This is an optimization exercise on Yosys and OpenROAD, whose aim is small area, not a production implementation.
Function was checked by simulation only, so behaviour that the tests miss may differ from the original.
Power and IR drop assume default switching activity.

==> flow/design.v (excerpt) <==
module led_ring_buffer_shift_driver_unit (
   input  wire logic                       clock,
   input  wire logic                       reset,
   input  wire logic                       start,
   output logic                            busy,
   input  wire logic [3:0]                 req_op,
   input  wire logic [lrb_pkg::SecW-1:0]   req_section,
   input  wire logic [7:0]                 req_data_byte,
   input  wire logic [lrb_pkg::LedW-1:0]   req_led_number,
   input  wire logic                       req_direction,
   input  wire logic [5:0]                 req_steps,
   input  wire logic                       req_do_refresh,
   input  wire logic [lrb_pkg::RingW-1:0]  req_wheel_bits,
   output logic                            rsp_valid,
   output logic                            rsp_kind,
   output logic                            rsp_serial_bit,
   output logic                            rsp_latch_enable,
   output logic [7:0]                      rsp_read_data,
   output logic                            rsp_last
);
   localparam logic [1:0] ST_IDLE = 2'd0, ST_SHIFT = 2'd1, ST_ASEC = 2'd2, ST_ALED = 2'd3;
   logic [39:0] ring_ff;
   logic [7:0]  sec0_ff;
   logic [2:0]  q_ff;
   logic [5:0]  cnt_ff;
   logic [1:0]  st_ff;
   logic        enable_ff;
   logic        idle, shift, apply, last_bit, phase2;
   logic        op_wr, op_or, op_and, op_load, op_set, op_rot, op_rsec, op_rled, op_clr, op_ref;
   logic        led_op, led_ok, sec_ok, tgt_ring, tgt_sec0, ring_access, top_write, sec0_write;
   logic [2:0]  led_sec, tgt, m, q_next;
   logic [7:0]  keep_b, set_b, mask;
   logic [5:0]  s_mod, amt;
   logic [39:0] r0, r1, r2, r3, r4, r5, r6;
   logic        tap_bit;
   logic        zl, ld;
   always_comb begin
      idle     = (st_ff == ST_IDLE);
      shift    = (st_ff == ST_SHIFT);
      apply    = idle & start;
      last_bit = (cnt_ff == 6'd47);
      phase2   = cnt_ff[5] & cnt_ff[3];    
      op_wr   = (req_op == 4'd0);
      op_or   = (req_op == 4'd1);
      op_and  = (req_op == 4'd2);
      op_load = (req_op == 4'd3);
      op_set  = (req_op == 4'd4);
      op_rot  = (req_op == 4'd5);
      op_rsec = (req_op == 4'd6);
      op_rled = (req_op == 4'd7);
      op_clr  = (req_op == 4'd8);
      op_ref  = (req_op == 4'd9);
      case (req_led_number[5:3])
  ...
Settings: LEC_CHECK=0, ABC_AREA=1, CAP_MARGIN=20, CORE_MARGIN=2, CORE_UTILIZATION=45, SLEW_MARGIN=20; clock period 5.5 ns.
standard.sh (not shown) runs the stock make flow with config.mk's settings and CLKGATE_MAP_FILE= SYNTH_SCRIPT=/design/flow/synth_recipe.tcl, a recipe that flattens the netlist after the stock synthesis.
==> flow/flow/run.sh <==
#!/bin/bash
# Own flow: the standard synthesis, then the combinational logic between
# the registers is mapped again by ABC for area (amap), keeping every register
# cell and its name, then the standard layout from floorplan to finish.
set -euo pipefail
W=$(pwd)
R=$W/orfs/results/$FLOW_PLATFORM/led_ring_buffer_shift_driver_unit/base
L=$W/orfs/logs/$FLOW_PLATFORM/led_ring_buffer_shift_driver_unit/base
O=$W/orfs/objects/$FLOW_PLATFORM/led_ring_buffer_shift_driver_unit/base

bash standard.sh synth > $W/synth_standard.log 2>&1

LIB=$(ls $FLOW_HOME/platforms/$FLOW_PLATFORM/lib/sky130_fd_sc_hd__tt_025C_1v80.lib)
DU=$(grep -m1 -o -- '-dont_use .* -constr' $L/1_2_yosys.log | sed 's/ -constr$//')
cp $R/1_2_yosys.v $W/standard_1_2_yosys.v

yosys -p "
read_liberty -ignore_miss_func $LIB
read_verilog -overwrite $W/standard_1_2_yosys.v
hierarchy -top $FLOW_TOP
setattr -mod -set keep_hierarchy 1 sky130_fd_sc_hd__df* sky130_fd_sc_hd__edf* sky130_fd_sc_hd__sdf* sky130_fd_sc_hd__dl*
setattr -mod -set keep_hierarchy 1 sky130_fd_sc_hd__conb_1
flatten -noscopeinfo
rename -hide w:*.*
opt_clean
select $FLOW_TOP
abc -script $W/flow/area.abc -liberty $LIB $DU -constr $O/abc.constr -D 5500
read_liberty -lib -ignore_redef $LIB
setundef -zero
splitnets
opt_clean
hilomap -singleton -hicell sky130_fd_sc_hd__conb_1 HI -locell sky130_fd_sc_hd__conb_1 LO
opt_clean
tee -o $W/remap_stat.txt stat -liberty $LIB
check -assert -mapped
write_verilog -noattr -nohex -nodec -selected $W/remap_1_2_yosys.v
" > $W/remap_yosys.log 2>&1

cp $W/remap_1_2_yosys.v $R/1_2_yosys.v
# Port buffers: the smallest buffer instead of the default pick. Clock tree:
# small clock buffers and no dummy loads.
export BUFFER_PORTS_ARGS="-buffer_cell sky130_fd_sc_hd__buf_1"
export CTS_ARGS="-sink_clustering_enable -repair_clock_nets -dont_use_dummy_load -buf_list {sky130_fd_sc_hd__clkbuf_1 sky130_fd_sc_hd__clkbuf_2 sky130_fd_sc_hd__clkbuf_4}"
bash standard.sh finish > $W/layout_standard.log 2>&1
==> flow/flow/area.abc <==
strash
ifraig
dch
amap
strash
dch
amap
The starting point finished with timing, DRC and antenna clean.
Then changed:
--- a/flow/flow/run.sh
+++ b/flow/flow/run.sh
@@ -40,4 +40,7 @@
 # Port buffers: the smallest buffer instead of the default pick. Clock tree:
 # small clock buffers and no dummy loads.
+# No setup repair at floorplan, before the high-fanout nets are buffered:
+# that only upsizes their drivers. Timing is repaired after placement.
+export REMOVE_ABC_BUFFERS=1
 export BUFFER_PORTS_ARGS="-buffer_cell sky130_fd_sc_hd__buf_1"
 export CTS_ARGS="-sink_clustering_enable -repair_clock_nets -dont_use_dummy_load -buf_list {sky130_fd_sc_hd__clkbuf_1 sky130_fd_sc_hd__clkbuf_2 sky130_fd_sc_hd__clkbuf_4}"
Setup slack gains 0.10 ns. Power shrinks by 0.62%. Global-route usage is lower by 0.18 points. Combinational power grows by about 0.6%. Sequential share of layout area grows by 0.14 points. Die area stays the same.
Then changed:
--- a/flow/flow/run.sh
+++ b/flow/flow/run.sh
@@ -40,7 +40,4 @@
 # Port buffers: the smallest buffer instead of the default pick. Clock tree:
 # small clock buffers and no dummy loads.
-# No setup repair at floorplan, before the high-fanout nets are buffered:
-# that only upsizes their drivers. Timing is repaired after placement.
-export REMOVE_ABC_BUFFERS=1
 export BUFFER_PORTS_ARGS="-buffer_cell sky130_fd_sc_hd__buf_1"
 export CTS_ARGS="-sink_clustering_enable -repair_clock_nets -dont_use_dummy_load -buf_list {sky130_fd_sc_hd__clkbuf_1 sky130_fd_sc_hd__clkbuf_2 sky130_fd_sc_hd__clkbuf_4}"
CORE_UTILIZATION = 40   (was 45)
Die area came out higher by roughly a tenth.
Combinational power climbs slightly.
Design area climbs slightly.
Wire length went up by a few percent.
Clock skew shrinks by 0.0077 ns.
Register-to-register slack improves by 0.21 ns.
Total power rose slightly.
First-iteration DRC count went down by a few percent.
Sequential power hardly moves.

[port drivers added, routing unchanged]
Ports are ideal in the flow. The routed layouts listed here were re-timed in OpenROAD. Step 1 sets driving cells, clkbuf_16 on the clock port and buf_2 on the other inputs (assumed; they add their load-dependent delay and slew). Step 2 adds t to the input delays and takes it off the output delays; t is the mean of the earliest and latest rising clock arrival at the registers after step 1. Input paths then give back, and output paths get back, about the clock's delay inside the block. Three values: no drivers, after step 1, after step 2; two values: the first two.
| run | t (ns) | setup WS [ns] | worst data-port slew with drivers (ns) |
|---|---|---|---|
| the first run | 0.467 | 0.509 / 0.520 / 0.054 | 0.04 |
| the second run | 0.457 | 0.612 / 0.624 / 0.167 | 0.05 |
| the third run | 0.459 | 0.434 / 0.440 / -0.019 | 0.04 |
With both steps, setup timing fails in the third run, where it was met with ideal ports. The setup slack of the first run, which loses most, moves by +0.011 ns with the drivers and by -0.455 ns with both steps.
